Background: an optimization exercise with open tools, aiming at a short achievable clock period and few clock cycles per item. Do not read the settings as production practice.
At most, simulation tests tie the RTL to the original design; equivalence was not proved.
Function not checked in run 1: the RTL went through the layout flow alone.
Power and IR drop assume default switching activity.

## design/flow/run.sh

```bash
#!/bin/bash
# synth_recipe.tcl (not shown) runs the flow's synth.tcl, then flattens the netlist and writes it again
# the make line also repeats each setting of config.mk as NAME=value (left out here)
make -C /OpenROAD-flow-scripts/flow DESIGN_CONFIG=/design/flow/config.mk WORK_HOME=/design/flow/orfs CLKGATE_MAP_FILE= SYNTH_SCRIPT=/design/flow/synth_recipe.tcl finish
```

## design/flow/config.mk

```make
export PLATFORM = sky130hd
export DESIGN_NAME = lc4_superscalar
export DESIGN_NICKNAME = lc4_superscalar
export VERILOG_FILES = /design/flow/design.v
export SDC_FILE = /design/flow/constraint.sdc
export NUM_CORES = 4
export LEC_CHECK = 0
export ABC_AREA = 1
export ABC_CLOCK_PERIOD_IN_PS = 1800
export CAP_MARGIN = 20
export CORE_MARGIN = 2
export CORE_UTILIZATION = 40
export SETUP_SLACK_MARGIN = 3.2
export SLEW_MARGIN = 20
```

## design/flow/constraint.sdc

```tcl
create_clock -name core_clock -period 5.0 [get_ports {gwe}]
set_input_delay 1.0000 -clock core_clock [delete_from_list [all_inputs] [get_ports {gwe}]]
set_output_delay 1.0000 -clock core_clock [all_outputs]
set_load 0.01 [all_outputs]
```

## design/flow/design.v

```verilog
package lc4_pkg;
   typedef logic [15:0] word_t;      
   typedef logic [2:0]  reg_sel_t;   
   localparam int NUM_REGS = 8;
   typedef enum logic [3:0] {
      OP_NOP   = 4'b0000,
      OP_ARITH = 4'b0001,   
      OP_LOGIC = 4'b0101,   
      OP_CONST = 4'b1001
   } opcode_e;
   typedef enum logic [2:0] {
      ALU_ADD,
      ALU_SUB,
      ALU_AND,
      ALU_OR,
      ALU_PASS_IMM   
   } alu_op_e;
   localparam word_t NOP_INSN = 16'h0000;
endpackage
module lc4_decoder (
   input  lc4_pkg::word_t    i_insn,
   output lc4_pkg::reg_sel_t o_rs,
   output lc4_pkg::reg_sel_t o_rt,
   output lc4_pkg::reg_sel_t o_rd,
   output logic              o_rs_re,    
   output logic              o_rt_re,    
   output logic              o_rd_we,
   output logic              o_const,    
   output logic              o_sub,      
   output logic              o_logic,    
   output logic              o_or,
   output lc4_pkg::word_t    o_imm
);
   logic arith, logic_op, rr_ok, imm_form;
   assign arith    = (i_insn[15:12] == 4'b0001);
   assign logic_op = (i_insn[15:12] == 4'b0101);
   assign o_const  = (i_insn[15:12] == 4'b1001);
   assign imm_form = i_insn[5];
   assign rr_ok    = (i_insn[5:3] == 3'b000) || (i_insn[5:3] == 3'b010);
   assign o_rd = i_insn[11:9];
   assign o_rs = i_insn[8:6];
   assign o_rt = i_insn[2:0];
   assign o_rs_re = (arith || logic_op) && (imm_form || rr_ok);
   assign o_rt_re = (arith || logic_op) && !imm_form && rr_ok;
   assign o_rd_we = o_rs_re || o_const;
   assign o_sub   = arith && !imm_form && i_insn[4];
   assign o_logic = logic_op;
   assign o_or    = logic_op && !imm_form && i_insn[4];
   assign o_imm   = o_const ? {{7{i_insn[8]}}, i_insn[8:0]} : {{11{i_insn[4]}}, i_insn[4:0]};
endmodule
module lc4_alu (
   input  logic [7:0] i_a,
   input  logic [7:0] i_b,
   input  logic       i_cin,
   input  logic       i_sub,
   input  logic       i_logic,
   input  logic       i_or,
   input  logic       i_we,
   input  logic [7:0] i_hold,
   output logic [7:0] o_res,
   output logic [7:0] o_res_out,
   output logic [7:0] o_res_hold,
   output logic       o_cout
);
   logic [7:0] sum, lres;
   logic [7:0] g0, p0, g1, p1, g2, p2, g3, p3;
   logic [8:0] c;
   assign g0 = i_a & i_b;
   assign p0 = i_a ^ i_b;
   always_comb begin
      g1 = g0; p1 = p0;
      for (int i = 1; i < 8; i++) begin
         g1[i] = g0[i] | (p0[i] & g0[i-1]);
         p1[i] = p0[i] & p0[i-1];
      end
      g2 = g1; p2 = p1;
      for (int i = 2; i < 8; i++) begin
         g2[i] = g1[i] | (p1[i] & g1[i-2]);
         p2[i] = p1[i] & p1[i-2];
      end
      g3 = g2; p3 = p2;
      for (int i = 4; i < 8; i++) begin
         g3[i] = g2[i] | (p2[i] & g2[i-4]);
         p3[i] = p2[i] & p2[i-4];
      end
   end
   assign c[0] = i_cin;
   assign c[8:1] = g3 | (p3 & {8{i_cin}});
   assign sum    = (p0 ^ {8{i_sub}}) ^ c[7:0];
   assign o_cout = c[8];
   assign lres   = i_or ? (i_a | i_b) : (i_a & i_b);    
   logic out_sum, out_log;
   assign out_sum = i_we && !i_logic;
   assign out_log = i_we && i_logic;
   assign o_res      = ({8{!i_logic}} & sum) | ({8{i_logic}} & lres);
   assign o_res_out  = ({8{out_sum}} & sum) | ({8{out_log}} & lres);
   assign o_res_hold = o_res_out | ({8{!i_we}} & i_hold);
endmodule
module lc4_regfile_dual (
   input  logic           gwe,
   input  logic           i_rst,
   input  logic [7:0]     i_rs_a,       
   input  logic [7:0]     i_rt_a,
   input  logic [7:0]     i_rs_b,
   input  logic [7:0]     i_rt_b,
   output lc4_pkg::word_t o_rs_data_a,
   output lc4_pkg::word_t o_rt_data_a,
   output lc4_pkg::word_t o_rs_data_b,
   output lc4_pkg::word_t o_rt_data_b,
   input  logic [7:0]     i_wmask_a,
   input  lc4_pkg::word_t i_wdata_a,
   input  logic [7:0]     i_wmask_b,
   input  lc4_pkg::word_t i_wdata_b
);
   lc4_pkg::word_t regs [0:lc4_pkg::NUM_REGS-1];
   function automatic logic [15:0] rd_oh(input logic [7:0] sel);
      rd_oh = '0;
      for (int i = 0; i < lc4_pkg::NUM_REGS; i++) begin
         rd_oh = rd_oh | ({16{sel[i]}} & regs[i]);
      end
   endfunction
   always_comb begin
      o_rs_data_a = rd_oh(i_rs_a);
      o_rt_data_a = rd_oh(i_rt_a);
      o_rs_data_b = rd_oh(i_rs_b);
      o_rt_data_b = rd_oh(i_rt_b);
   end
   always_ff @(posedge gwe) begin
      for (int i = 0; i < lc4_pkg::NUM_REGS; i++) begin
         if (i_rst)             regs[i] <= '0;
         else if (i_wmask_b[i]) regs[i] <= i_wdata_b;
         else if (i_wmask_a[i]) regs[i] <= i_wdata_a;
      end
   end
endmodule
module lc4_superscalar #(
   parameter lc4_pkg::word_t RESET_PC = 16'h8200
) (
   input  logic              gwe,
   input  logic              i_rst,
   output lc4_pkg::word_t    o_cur_pc,
   input  lc4_pkg::word_t    i_insn_a,
   input  lc4_pkg::word_t    i_insn_b,
   output logic              o_wb_we_a,
   output lc4_pkg::reg_sel_t o_wb_rd_a,
   output lc4_pkg::word_t    o_wb_data_a,
   output lc4_pkg::word_t    o_wb_pc_a,
   output logic              o_wb_we_b,
   output lc4_pkg::reg_sel_t o_wb_rd_b,
   output lc4_pkg::word_t    o_wb_data_b,
   output lc4_pkg::word_t    o_wb_pc_b
);
   lc4_pkg::word_t pc;
   logic           d_valid;
   logic           split;
   always_ff @(posedge gwe) begin
      if (i_rst) begin
         pc      <= RESET_PC;
         d_valid <= 1'b0;
      end else begin
         pc      <= split ? pc + 16'd1 : pc + 16'd2;
         d_valid <= 1'b1;
      end
   end
   assign o_cur_pc = pc;
   logic [1:0][2:0]  f_rs, f_rt, f_rd;
   logic [1:0]       f_rs_re, f_rt_re, f_dwe, f_cnst, f_sub, f_lg, f_or;
   logic [1:0][15:0] f_imm;
   lc4_decoder fdec_a_i (
      .i_insn (i_insn_a), .o_rs (f_rs[0]), .o_rt (f_rt[0]), .o_rd (f_rd[0]),
      .o_rs_re (f_rs_re[0]), .o_rt_re (f_rt_re[0]), .o_rd_we (f_dwe[0]), .o_const (f_cnst[0]),
      .o_sub (f_sub[0]), .o_logic (f_lg[0]), .o_or (f_or[0]), .o_imm (f_imm[0])
   );
   lc4_decoder fdec_b_i (
      .i_insn (i_insn_b), .o_rs (f_rs[1]), .o_rt (f_rt[1]), .o_rd (f_rd[1]),
      .o_rs_re (f_rs_re[1]), .o_rt_re (f_rt_re[1]), .o_rd_we (f_dwe[1]), .o_const (f_cnst[1]),
      .o_sub (f_sub[1]), .o_logic (f_lg[1]), .o_or (f_or[1]), .o_imm (f_imm[1])
   );
   logic [1:0][2:0]  rs, rt, rd;
   logic [1:0]       rs_re, rt_re, dwe, cnst, sub, lg, orr;
   logic [1:0][15:0] imm;
   logic [1:0][7:0]  rs_oh, rt_oh;        
   logic             own_rs, own_rt;      
   function automatic logic [7:0] onehot(input logic [2:0] r);
      onehot = 8'b1 << r;
   endfunction
   logic [1:0][2:0]  n_rs, n_rt, n_rd;
   logic [1:0]       n_rs_re, n_rt_re, n_dwe, n_cnst, n_sub, n_lg, n_or;
   logic [1:0][15:0] n_imm;
   always_comb begin
      if (split) begin
         n_rs = {f_rs[0], rs[1]};           n_rt = {f_rt[0], rt[1]};
         n_rd = {f_rd[0], rd[1]};           n_rs_re = {f_rs_re[0], rs_re[1]};
         n_rt_re = {f_rt_re[0], rt_re[1]};  n_dwe = {f_dwe[0], dwe[1]};
         n_cnst = {f_cnst[0], cnst[1]};     n_sub = {f_sub[0], sub[1]};
         n_lg = {f_lg[0], lg[1]};           n_or = {f_or[0], orr[1]};
         n_imm = {f_imm[0], imm[1]};
      end else begin
         n_rs = f_rs;       n_rt = f_rt;       n_rd = f_rd;
         n_rs_re = f_rs_re; n_rt_re = f_rt_re; n_dwe = f_dwe;
         n_cnst = f_cnst;   n_sub = f_sub;     n_lg = f_lg;
         n_or = f_or;       n_imm = f_imm;
      end
   end
   always_ff @(posedge gwe) begin
      rs <= n_rs;  rt <= n_rt;  rd <= n_rd;
      rs_re <= n_rs_re;  rt_re <= n_rt_re;  dwe <= n_dwe;
      cnst <= n_cnst;  sub <= n_sub;  lg <= n_lg;  orr <= n_or;
      imm <= n_imm;
      for (int L = 0; L < 2; L++) begin
         rs_oh[L] <= onehot(n_rs[L]);
         rt_oh[L] <= onehot(n_rt[L]);
      end
      own_rs <= n_dwe[0] && n_rs_re[1] && (n_rs[1] == n_rd[0]);
      own_rt <= n_dwe[0] && n_rt_re[1] && (n_rt[1] == n_rd[0]);
   end
   logic [1:0][15:0] d_pc;
   assign d_pc = {pc - 16'd1, pc - 16'd2};
   logic [1:0]      x_we, m_we;
   logic [1:0][2:0] x_rd, m_rd;
   localparam int G2B = 3, G2A = 2, G1B = 1, G1A = 0;
   function automatic logic [3:0] find_src(input logic [2:0] s, input logic re,
                                           input logic [1:0] w1, input logic [1:0][2:0] r1,
                                           input logic [1:0] w2, input logic [1:0][2:0] r2);
      logic h1b, h1a, h2b, h2a;
      h1b = w1[1] && (r1[1] == s);
      h1a = w1[0] && (r1[0] == s);
      h2b = w2[1] && (r2[1] == s);
      h2a = w2[0] && (r2[0] == s);
      find_src = {re && !h1b && !h1a && h2b,
                  re && !h1b && !h1a && !h2b && h2a,
                  re && h1b,
                  re && !h1b && h1a};
   endfunction
   logic b_rs_const, b_rt_const;
   assign b_rs_const = cnst[0] && own_rs;
   assign b_rt_const = cnst[0] && own_rt;
   assign split = d_valid && !cnst[0] && (own_rs || own_rt);
   logic [1:0][3:0] src1, src2;
   always_comb begin
      for (int L = 0; L < 2; L++) begin
         src1[L] = find_src(rs[L], rs_re[L] && !(L == 1 && b_rs_const), x_we, x_rd, m_we, m_rd);
         src2[L] = find_src(rt[L], rt_re[L] && !(L == 1 && b_rt_const), x_we, x_rd, m_we, m_rd);
      end
   end
   logic [1:0] issue;
   assign issue = {d_valid && dwe[1] && !split, d_valid && dwe[0]};
   logic [7:0]       r_wmask_a, r_wmask_b;
   lc4_pkg::word_t   w_data_a, w_data_b;
   lc4_pkg::word_t   rf_rs_a, rf_rt_a, rf_rs_b, rf_rt_b;
   lc4_regfile_dual regfile_i (
      .gwe         (gwe),       .i_rst       (i_rst),
      .i_rs_a      (rs_oh[0]),  .i_rt_a      (rt_oh[0]),
      .i_rs_b      (rs_oh[1]),  .i_rt_b      (rt_oh[1]),
      .o_rs_data_a (rf_rs_a),   .o_rt_data_a (rf_rt_a),
      .o_rs_data_b (rf_rs_b),   .o_rt_data_b (rf_rt_b),
      .i_wmask_a   (r_wmask_a), .i_wdata_a   (w_data_a),
      .i_wmask_b   (r_wmask_b), .i_wdata_b   (w_data_b)
   );
   logic [1:0][7:0] lo_res, hi_res;    
   logic [1:0][7:0] m_lo;              
   logic [1:0][7:0] r_hi;              
   function automatic logic [7:0] pick(input logic [3:0] s, input logic [7:0] v,
                                       input logic [1:0][7:0] now, input logic [1:0][7:0] old,
                                       input logic inv);
      logic [3:0] sp, sn;
      sp = s & {4{!inv}};
      sn = s & {4{inv}};
      pick = ({8{sp[G1B]}} & now[1]) | ({8{sn[G1B]}} & ~now[1]) |
             ({8{sp[G1A]}} & now[0]) | ({8{sn[G1A]}} & ~now[0]) |
             ({8{sp[G2B]}} & old[1]) | ({8{sn[G2B]}} & ~old[1]) |
             ({8{sp[G2A]}} & old[0]) | ({8{sn[G2A]}} & ~old[0]) |
             ({8{s == 4'b0}} & v);
   endfunction
   logic [1:0][15:0] rf1, rf2, v1, v2;
   assign rf1 = {rf_rs_b, rf_rs_a};
   assign rf2 = {rf_rt_b, rf_rt_a};
   function automatic logic [15:0] rfwd(input logic [7:0] oh, input logic [15:0] v,
                                        input logic [7:0] ma, input logic [15:0] da,
                                        input logic [7:0] mb, input logic [15:0] db);
      if (|(oh & mb))      rfwd = db;
      else if (|(oh & ma)) rfwd = da;
      else                 rfwd = v;
   endfunction
   always_comb begin
      for (int L = 0; L < 2; L++) begin
         if (cnst[L])                      v1[L] = 16'h0000;
         else if (L == 1 && b_rs_const)    v1[L] = imm[0];
         else                              v1[L] = rfwd(rs_oh[L], rf1[L], r_wmask_a, w_data_a, r_wmask_b, w_data_b);
         if (!rt_re[L])                    v2[L] = imm[L];
         else if (L == 1 && b_rt_const)    v2[L] = imm[0];
         else                              v2[L] = rfwd(rt_oh[L], rf2[L], r_wmask_a, w_data_a, r_wmask_b, w_data_b);
         v1[L] = v1[L] ^ {16{sub[L]}};      
      end
   end
   logic [1:0][15:0] x_pc, x_c1, x_c2;
   logic [1:0]       x_sub, x_lg, x_or;
   logic [1:0][3:0]  x_s1, x_s2;
   always_ff @(posedge gwe) begin
      x_we <= i_rst ? 2'b00 : issue;
      for (int L = 0; L < 2; L++) begin
         x_rd[L]  <= rd[L];
         x_pc[L]  <= d_pc[L];
         x_sub[L] <= sub[L];
         x_lg[L]  <= lg[L];
         x_or[L]  <= orr[L];
         x_s1[L]  <= src1[L];
         x_s2[L]  <= src2[L];
         x_c1[L]  <= {v1[L][15:8], pick(src1[L], v1[L][7:0], lo_res, m_lo, sub[L])};
         x_c2[L]  <= {v2[L][15:8], pick(src2[L], v2[L][7:0], lo_res, m_lo, 1'b0)};
      end
   end
   logic [1:0] co;
   for (genvar L = 0; L < 2; L++) begin : g_lo
      lc4_alu alu_i (
         .i_a (x_c1[L][7:0]), .i_b (x_c2[L][7:0]), .i_cin (1'b0),
         .i_sub (x_sub[L]), .i_logic (x_lg[L]), .i_or (x_or[L]),
         .i_we (1'b0), .i_hold (8'h00),
         .o_res (lo_res[L]), .o_res_out (), .o_res_hold (), .o_cout (co[L])
      );
   end
   logic [1:0][15:0] m_pc;
   logic [1:0]       m_sub, m_lg, m_or, m_co;
   logic [1:0][7:0]  m_c1, m_c2;
   always_ff @(posedge gwe) begin
      m_we <= i_rst ? 2'b00 : x_we;
      for (int L = 0; L < 2; L++) begin
         m_rd[L]  <= x_rd[L];
         m_pc[L]  <= x_pc[L];
         m_sub[L] <= x_sub[L];
         m_lg[L]  <= x_lg[L];
         m_or[L]  <= x_or[L];
         m_lo[L]  <= lo_res[L];
         m_co[L]  <= co[L];
         m_c1[L]  <= pick(x_s1[L], x_c1[L][15:8], hi_res, r_hi, x_sub[L]);
         m_c2[L]  <= pick(x_s2[L], x_c2[L][15:8], hi_res, r_hi, 1'b0);
      end
   end
   logic [1:0][7:0] hi_out, hi_w;
   for (genvar L = 0; L < 2; L++) begin : g_hi
      lc4_alu alu_i (
         .i_a (m_c1[L]), .i_b (m_c2[L]), .i_cin (m_co[L]),
         .i_sub (m_sub[L]), .i_logic (m_lg[L]), .i_or (m_or[L]),
         .i_we (m_we[L]), .i_hold (L == 0 ? w_data_a[15:8] : w_data_b[15:8]),
         .o_res (hi_res[L]), .o_res_out (hi_out[L]), .o_res_hold (hi_w[L]), .o_cout ()
      );
   end
   always_ff @(posedge gwe) begin
      for (int i = 0; i < 8; i++) begin
         r_wmask_a[i] <= !i_rst && m_we[0] && (m_rd[0] == 3'(i));
         r_wmask_b[i] <= !i_rst && m_we[1] && (m_rd[1] == 3'(i));
      end
      r_hi     <= hi_res;
      w_data_a <= {hi_w[0], m_we[0] ? m_lo[0] : w_data_a[7:0]};
      w_data_b <= {hi_w[1], m_we[1] ? m_lo[1] : w_data_b[7:0]};
   end
   always_ff @(posedge gwe) begin
      if (i_rst) begin
         o_wb_we_a <= 1'b0;
         o_wb_we_b <= 1'b0;
      end else begin
         o_wb_we_a <= m_we[0];
         o_wb_we_b <= m_we[1];
      end
   end
   always_ff @(posedge gwe) begin
      o_wb_rd_a   <= m_rd[0];
      o_wb_rd_b   <= m_rd[1];
      o_wb_data_a <= {hi_out[0], m_lo[0] & {8{m_we[0]}}};
      o_wb_data_b <= {hi_out[1], m_lo[1] & {8{m_we[1]}}};
      o_wb_pc_a   <= m_pc[0];
      o_wb_pc_b   <= m_pc[1];
   end
endmodule
```

==> flow_summary.yaml, run 1 <==
run_status:
  status: "no timing/DRC/antenna violations"
power:
  cellLeakagePower_uw: 0.0185
  sw_frac_of_total_pct: 38.2
  power.density_mw_per_mm2: 401
  power_frac_seq_pct: 34.7
  combPwrFrac_pct: 34.6
  netSwitchingPower_uw: 6560
  pwr-share-clk_pct: 30.6
  peakVddDrop_uv: 264
  p_int_uw: 10600
final_layout:
  finalInstanceArea_mm2: 0.0429
  drive_gt1_share_pct: 34.3
  area_growth_pct: 42.6
  fill_cells: 6660
  utilization_pct: 57.6
  finalNonFillerCells: 5727
  fin_nets: 4803
floorplanning:
  die_x_um: 278
  io-pin-count: 122
  std_cell_rows: 100
  fp.coreArea_mm2: 0.0744
  initial_core_util_pct: 40.4
  die_y_um: 278
  die_area_mm2: 0.0774
detailed_routing:
  firstDrtPassIters: 14
  wl_per_cell_um: 26.6
  drc: 0
  drt-vias-per-instance: 6.21
  ant_nets: 0
  vias: 35552
  drt_wl_total_mm: 153
  drtIter0Drc: 5818
clock_network:
  ctsLongestPathBuffers: 3
  cts_tree: "built"
  root_buffer: "clkbuf_16"
  clk_pin_slew_ps: 70
  cts_sinks: 581
  insertion_delay_ps: 660
  htreeDepth: 3
  cts_made_buffers: 67
synth:
  syn_inst: 4285
  synth_top_area_cell: "dfxtp_1"
  synthArstFlopShare_pct: 0
  syn_nets: 4388
  yosysSeqAreaShare_pct: 39.2
  synth_cell_types: 63
  syn_avg_cell_area_um2: 7.02
  synth_area_mm2: 0.0301
  ys.flop_type: "dfxtp_1"
  synthTopCellsByArea: "dfxtp_1 38%, nand2_1 16%, inv_1 5.2%"
  synth.yosys.warnings: 4
  ys_seq_elements: 581
  synth_edf_count: 16
  yosys.area.top_type_share_pct: 37.6
sta:
  max_slew_margin_pct: 30.6
  finalSetupViolations: 0
  hold_viol_final: 0
  period_share_pct: 46.3
  fmax_ghz: 0.432
  drv_slew: 0
  clock_skew_ps: 61.9
  min_period_ps: 2310
  setup_tns_ps: 0
  rsz0062_at_grt: "true"
  hold_ws_ps: 309
  worstMarginPinSlew_ps: 1040
worst_setup_path:
  critical_path_class: "reg -> reg"
  path_cells: "buf_4, nand2_1, nand4_1, o21ai_2, nand3_2, o21ai_2, nand2_2, nand2_1, nand2_1, nand3_2, nand2_1"
  path_common_cell: "nand2_1"
  startpoint_type: "flop"
  slowest_delay_ps: 580
  critPathTopFamily: "simple AND/OR/NAND/NOR gates"
  cp.required_ps: 5520
  critPathBufInv: 1
  reg2reg_depth: 11
  r2r_start: "rs_oh[9]"
  end_kind: "flop"
  crit_start: "rs_oh[9]"
  r2r_slack_ps: 2690
  critical_path.max_fanout: 6
  crit_arrival_ps: 2830
  r2r_end: "x_c1[18]"
  slowest_stage: "nand4_1"
placement:
  dpl_cell_area_mm2: 0.0320
  dp_hpwl_mm: 92.9
  gp_congestion: 1.06
  portBuffers: 121
  placed_cells: 5219
hold_path:
  holdPathStages: 0
  hold_path_end: "o_wb_pc_b[1]"
  hold_start: "m_pc[17]"
  hold_class: "reg -> reg"
global_route:
  grt_max_degree: 38
  grt_antenna_before_repair: 8
  grt_use_total_pct: 36.8
  overflow: 0
  grt_pass1_wl_mm: 212
  grt_pass1_vias: 32008
flow_run:
  maxCapViolations: 0
==> placed cells by master (no fill, tap or decap), types with 78 or more instances in the layout <==
master,n
a31oi_1,129
nand3_2,83
o21ai_0,135
buf_4,242
dfxtp_1,386
nand2_1,1106
clkbuf_16,78
a21oi_1,120
nand2_2,139
nor2_1,186
inv_1,339
o221ai_1,130
nand3_1,114
buf_6,153
dfxtp_2,108
==> per-layer routing <==
layer / share of wire, % / wire (µm) / vias to the layer above / global-route usage [%]
li1: - / - / 15226 / -
met1: 37 / 56900 / 16561 / 47.0
met2: 40 / 61200 / 2897 / 52.8
met3: 14 / 22000 / 858 / 13.6
met4: 8.0 / 12200 / 10 / 22.1
met5: 0.10 / 159 / - / 0
==> area by class of cell <==
| class | instances | area, µm² | area share, % |
|---|---|---|---|
| clock buffers | 79 | 1790 | 4.18 |
| repair inverters | 6 | 52.6 | 0.122 |
| inverters | 477 | 2170 | 5.05 |
| well taps | 969 | 1210 | 2.83 |
| repair buffers | 544 | 5760 | 13.4 |
| multi-input cells | 3023 | 19100 | 44.6 |
| diodes | 6 | 15.0 | 0.0350 |
| clock inverters | 42 | 596 | 1.39 |
| flip-flops and latches | 581 | 12200 | 28.4 |
==> Yosys cell counts (all sizes together), types with 2 or more instances <==
master / n
inv: 461
nor3: 29
o2111ai: 14
a221o: 3
or2: 16
clkinv: 16
xnor2: 34
nand3: 216
nor4: 6
a21o: 4
a22oi: 8
ha: 69
and3: 2
o21bai: 18
a22o: 7
o31ai: 2
dfxtp: 565
edfxtp: 16
a21oi: 200
nand3b: 7
a31oi: 131
o22ai: 57
a21boi: 2
nand2b: 2
o211ai: 27
nor2: 295
o21ai: 275
xor2: 43
nand4: 78
nand2: 1298
a221oi: 24
buf: 87
o21a: 9
o221ai: 130
clkbuf: 127
==> kinds of logic after synthesis <==
logic type / Yosys count / share of synthesized area (%)
and+or+nand+nor: 1951 / 27.5
DFF: 581 / 39.2
adders and majority gates: 69 / 2.87
buffers and inverters: 691 / 9.27
AOI/OAI and AO/OA: 915 / 18.9
muxes: 1 / 0.0333
xor gates and xnor gates: 77 / 2.24
==> per-stage QoR <==
stage | setup slack (ps) | power (µW)
floorplan | 3130 | 7820
global placement | 2120 | 9330
detailed placement | 2050 | 9320
CTS | 2850 | 15900
global route | 2690 | 17800
finish | 2690 | 17200
==> power groups by stage <==
stage                     sequential (µW)  clock [µW]  combinational [µW]
after floorplan                      5540           0                2280
after global placement               5960           0                3380
after detailed placement             5950           0                3370
after CTS                            5870        5290                4730
after global routing                 5970        5490                6290
final                                5970        5270                5950
==> worst max-delay path by stage <==
| stage | depth (start not counted) | end | slack (ps) |
|---|---|---|---|
| finish | 11 | x_c1[18] | 2690 |
| floorplan | 6 | own_rs | 3130 |
| CTS | 1 | o_cur_pc[10] | 2850 |
| global placement | 11 | pc[10] | 2120 |
| global route | 12 | x_c1[18] | 2690 |
| detailed placement | 11 | pc[10] | 2050 |
==> timing repair <==
item,4_1_cts,5_1_grt
gates resized for setup,1265,675
setup buffers,235,110
gates cloned,25,11
pin swaps,211,297
hold buffers,0,0
endpoints found under the setup margin,471,322
==> flip-flops by register name, indices dropped and copies added (netlist names), 16 cells and up <==
name,flops
regfile_i.regs,128
m_pc,32
x_c1,32
x_c2,32
x_pc,32
imm,18
m_c1,16
m_c2,16
m_lo,16
o_wb_data_a,16
o_wb_data_b,16
o_wb_pc_a,16
o_wb_pc_b,16
pc,16
r_hi,16
rs_oh,16
rt_oh,16
w_data_a,16
w_data_b,16
==> run 2, diff against run 1 <==
--- a/design/flow/design.v
+++ b/design/flow/design.v
@@ -115,2 +115,10 @@
    lc4_pkg::word_t regs [0:lc4_pkg::NUM_REGS-1];
+   lc4_pkg::word_t view [0:lc4_pkg::NUM_REGS-1];    
+   always_comb begin
+      for (int i = 0; i < lc4_pkg::NUM_REGS; i++) begin
+         if (i_wmask_b[i])      view[i] = i_wdata_b;
+         else if (i_wmask_a[i]) view[i] = i_wdata_a;
+         else                   view[i] = regs[i];
+      end
+   end
    function automatic logic [15:0] rd_oh(input logic [7:0] sel);
@@ -118,3 +126,3 @@
       for (int i = 0; i < lc4_pkg::NUM_REGS; i++) begin
-         rd_oh = rd_oh | ({16{sel[i]}} & regs[i]);
+         rd_oh = rd_oh | ({16{sel[i]}} & view[i]);
       end
@@ -129,5 +137,4 @@
       for (int i = 0; i < lc4_pkg::NUM_REGS; i++) begin
-         if (i_rst)             regs[i] <= '0;
-         else if (i_wmask_b[i]) regs[i] <= i_wdata_b;
-         else if (i_wmask_a[i]) regs[i] <= i_wdata_a;
+         if (i_rst) regs[i] <= '0;
+         else       regs[i] <= view[i];
       end
@@ -265,10 +272,7 @@
                                        input logic inv);
-      logic [3:0] sp, sn;
-      sp = s & {4{!inv}};
-      sn = s & {4{inv}};
-      pick = ({8{sp[G1B]}} & now[1]) | ({8{sn[G1B]}} & ~now[1]) |
-             ({8{sp[G1A]}} & now[0]) | ({8{sn[G1A]}} & ~now[0]) |
-             ({8{sp[G2B]}} & old[1]) | ({8{sn[G2B]}} & ~old[1]) |
-             ({8{sp[G2A]}} & old[0]) | ({8{sn[G2A]}} & ~old[0]) |
-             ({8{s == 4'b0}} & v);
+      if (s[G1B])      pick = now[1] ^ {8{inv}};
+      else if (s[G1A]) pick = now[0] ^ {8{inv}};
+      else if (s[G2B]) pick = old[1] ^ {8{inv}};
+      else if (s[G2A]) pick = old[0] ^ {8{inv}};
+      else             pick = v;
    endfunction
@@ -277,9 +281,2 @@
    assign rf2 = {rf_rt_b, rf_rt_a};
-   function automatic logic [15:0] rfwd(input logic [7:0] oh, input logic [15:0] v,
-                                        input logic [7:0] ma, input logic [15:0] da,
-                                        input logic [7:0] mb, input logic [15:0] db);
-      if (|(oh & mb))      rfwd = db;
-      else if (|(oh & ma)) rfwd = da;
-      else                 rfwd = v;
-   endfunction
    always_comb begin
@@ -288,6 +285,6 @@
          else if (L == 1 && b_rs_const)    v1[L] = imm[0];
-         else                              v1[L] = rfwd(rs_oh[L], rf1[L], r_wmask_a, w_data_a, r_wmask_b, w_data_b);
+         else                              v1[L] = rf1[L];
          if (!rt_re[L])                    v2[L] = imm[L];
          else if (L == 1 && b_rt_const)    v2[L] = imm[0];
-         else                              v2[L] = rfwd(rt_oh[L], rf2[L], r_wmask_a, w_data_a, r_wmask_b, w_data_b);
+         else                              v2[L] = rf2[L];
          v1[L] = v1[L] ^ {16{sub[L]}};      
==> run 2 against run 1 <==
  * Flip-flop and latch count is the same
  * Largest cell class unchanged
  * Clock skew shrank 19 ps
  * Register-to-register slack gained 80 ps
  * Hold slack gained 13 ps
  * Utilization grew 1.3 points
  * Largest power group unchanged
  * Cell count shrank 6.4%
  * Wire length shrank 19%
  * Via count shrank 12%
==> flow_summary.yaml, run 2 <==
run_status:
  status: "no timing/DRC/antenna violations"
worst_setup_path:
  path_cells: "buf_12, buf_12, nand2_1, nand3_1, o21ai_4, nor2_1, nor2_1, nand3b_1, nand3_2, nand2_1, nand2_1, nand2_1, nand2_1, nand2_1, nand3_1, nand2_1"
  cp.required_ps: 5550
  critical_path_class: "reg -> reg"
  crit_arrival_ps: 2790
  critical_path.max_fanout: 6
  slowest_delay_ps: 330
  slowest_stage: "dfxtp_2"
  critPathTopFamily: "simple AND/OR/NAND/NOR gates"
  end_kind: "flop"
  path_common_cell: "nand2_1"
  startpoint_type: "flop"
  critPathBufInv: 2
sta:
  period_share_pct: 44.7
  min_period_ps: 2240
  drv_slew: 0
  clock_skew_ps: 42.8
  setup_tns_ps: 0
  finalSetupViolations: 0
  max_slew_margin_pct: 37.8
  rsz0062_at_grt: "true"
  fmax_ghz: 0.447
  hold_ws_ps: 321
  worstMarginPinSlew_ps: 932
  hold_viol_final: 0
global_route:
  overflow: 0
  grt_pass1_wl_mm: 176
  grt_max_degree: 77
  grt_antenna_before_repair: 3
  grt_pass1_vias: 28908
  grt_use_total_pct: 30.9
power:
  power_uw: 11400
  sw_frac_of_total_pct: 28.5
  p_int_uw: 8170
  peakVddDrop_uv: 289
  pwr-share-clk_pct: 42.6
  netSwitchingPower_uw: 3260
  cellLeakagePower_uw: 0.0178
  combPwrFrac_pct: 11.1
  power_frac_seq_pct: 46.3
  power.density_mw_per_mm2: 277
detailed_routing:
  drtIter0Drc: 4200
  drt_wl_total_mm: 123
  ant_nets: 0
  wl_per_cell_um: 23.0
  drc: 0
  vias: 31369
  firstDrtPassIters: 13
  drt-vias-per-instance: 5.85
synth:
  yosysMostFrequentCell: "nand2_1"
  synth_mux_area_share_pct: 0.0354
  synth_xor_area_share_pct: 3.84
  synth_compound_area_share_pct: 17.5
  ys_top_cells_by_count: "928 x nand2_1, 565 x dfxtp_1, 401 x nor2_1"
  synth_area_mm2: 0.0283
  yosysSeqAreaShare_pct: 41.7
  synth_edf_count: 16
  synthArstFlopShare_pct: 0
  syn_nets: 4054
  ys_seq_elements: 581
  synth_cell_types: 62
  ys.flop_type: "dfxtp_1"
  yosys.area.top_type_share_pct: 40.0
  yosys.area_share.adder_pct: 3.05
  synth_top_area_cell: "dfxtp_1"
  yosys.area_share.simple_pct: 24.9
  synth_top_family_by_area: "simple AND/OR/NAND/NOR gates"
  syn_avg_cell_area_um2: 7.16
  synth.yosys.warnings: 5
  syn_inst: 3951
  synthTopCellsByArea: "dfxtp_1 40%, nand2_1 12%, nor2_1 5.3%"
clock_network:
  htreeDepth: 2
  root_buffer: "clkbuf_16"
  ctsLongestPathBuffers: 3
  insertion_delay_ps: 680
  cts_tree: "built"
  cts_made_buffers: 61
  clk_pin_slew_ps: 60
  cts_sinks: 581
final_layout:
  largest_reg_flops: 128
  largest-register: "regfile_i.regs"
  area_growth_pct: 45.9
  fin_nets: 4473
  fill_cells: 6026
  final_common_cell: "nand2_1"
  layout_common_cells: "749 x nand2_1, 417 x dfxtp_1, 358 x nor2_1, 277 x buf_4, 271 x inv_1"
  drive_gt1_share_pct: 37.7
floorplanning:
  die_x_um: 270
  fp.coreArea_mm2: 0.0700
  die_area_mm2: 0.0729
  initial_core_util_pct: 40.4
  io-pin-count: 122
  die_y_um: 270
  std_cell_rows: 97
placement:
  portBuffers: 121
  gp_congestion: 1.02
  dp_hpwl_mm: 75.1
hold_path:
  hold_class: "reg -> reg"
flow_run:
  maxCapViolations: 0
-- run 2: worst paths after layout --
check / start / endpoint / slack, ps / cells after the start
worst max-delay path: r_wmask_a[5] / x_c1[19] / 2760 / 16
worst min-delay path: rd[2] / x_rd[2] / 320 / 0
worst max register to register: r_wmask_a[5] / x_c1[19] / 2760 / 16
worst min register to register: rd[2] / x_rd[2] / 320 / 0
-- run 2: kinds of logic after synthesis --
family	after synthesis
AND/OR/NAND/NOR	1698
AO/OA/AOI/OAI	854
buffers and inverters	624
flip-flops	581
XOR/XNOR	124
adder cells (fa/ha/maj)	69
multiplexers	1
-- run 2: what timing repair did --
item / CTS / global route
endpoints found under the setup margin: 372 / 262
gates resized for setup: 1397 / 584
buffers inserted: 246 / 139
pin swaps: 307 / 329
endpoints found under the hold margin: 0 / 0
cloned: 22 / 5
hold buffers: 0 / 0
-- run 2: per-layer routing --
metal  routed length, µm  global-route usage (%)  vias to the layer above  part of all wire, %
li1                    -                       -                    13876                    -
met1               46900                    39.6                    14615                   38
met2               53100                    48.0                     2203                   43
met3               14600                    7.91                      673                   12
met4                8730                    16.1                        2                  7.1
met5                  18                       0                        -                0.015
-- run 2: power by group through the flow --
| stage | clock [µW] | sequential, µW | combinational (µW) |
|---|---|---|---|
| CTS | 4900 | 5240 | 1080 |
| global placement | 0 | 5310 | 853 |
| global route | 5090 | 5300 | 1350 |
| floorplan | 0 | 5110 | 580 |
| finish | 4870 | 5290 | 1260 |
| detailed placement | 0 | 5300 | 858 |
-- run 2: cell type report --
class / count / area (µm²) / share of cell area (%)
sequential: 581 / 12100 / 29.3
timing repair inverter: 15 / 163 / 0.394
antenna: 2 / 5.00 / 0.0121
clock buffer: 86 / 1840 / 4.44
multi-input combinational: 2751 / 18400 / 44.7
timing repair buffer: 535 / 5110 / 12.4
clock inverter: 27 / 355 / 0.860
inverter: 425 / 2120 / 5.12
tap: 940 / 1180 / 2.85
-- run 2: per-stage QoR --
| step | setup WS [ps] | std cells | utilization [%] | area [µm²] |
|---|---|---|---|---|
| detailed placement | 2120 | 4835 | 43.1 | 30200 |
| CTS | 2830 | 5216 | 54.0 | 37800 |
| global route | 2600 | 5361 | 59.0 | 41300 |
| finish | 2760 | 5362 | 59.0 | 41300 |
| floorplan | 3030 | 3951 | - | 28600 |
| global placement | 2160 | 4835 | 43.1 | 30200 |
Testbench counts of run 2, summed over its fixed seeds: cycles 7,144, insns 12,800.

-- separate check: timing with driven ports --
The flow's constraints put no driver on any port. The routed layouts listed below were extracted and timed again, unchanged, in two steps.
Step 1, drivers: a clkbuf_16 drives gwe and a buf_2 each remaining input, both assumed.
Step 2, shift: input delay + t, output delay - t, t = (earliest + latest rising clock arrival at the registers) / 2. This alone moves slack from input paths to output paths.
Three values: ideal, step 1, step 2; two values: the first two.
run | t (ns) | setup slack, ns | hold slack, ns | slew at the worst register clock pin (ns)
run 1 | 0.694 | 2.686 / 2.686 / 2.448 | 0.309 / 0.309 / 0.309 | 0.07 / 0.07
run 2 | 0.725 | 2.763 / 2.763 / 2.524 | 0.321 / 0.321 / 0.321 | 0.07 / 0.07
After both steps every run listed still meets setup and hold. The setup slack of run 2, which loses most, moves by 0.000 ns with the drivers and by -0.239 ns with both steps.
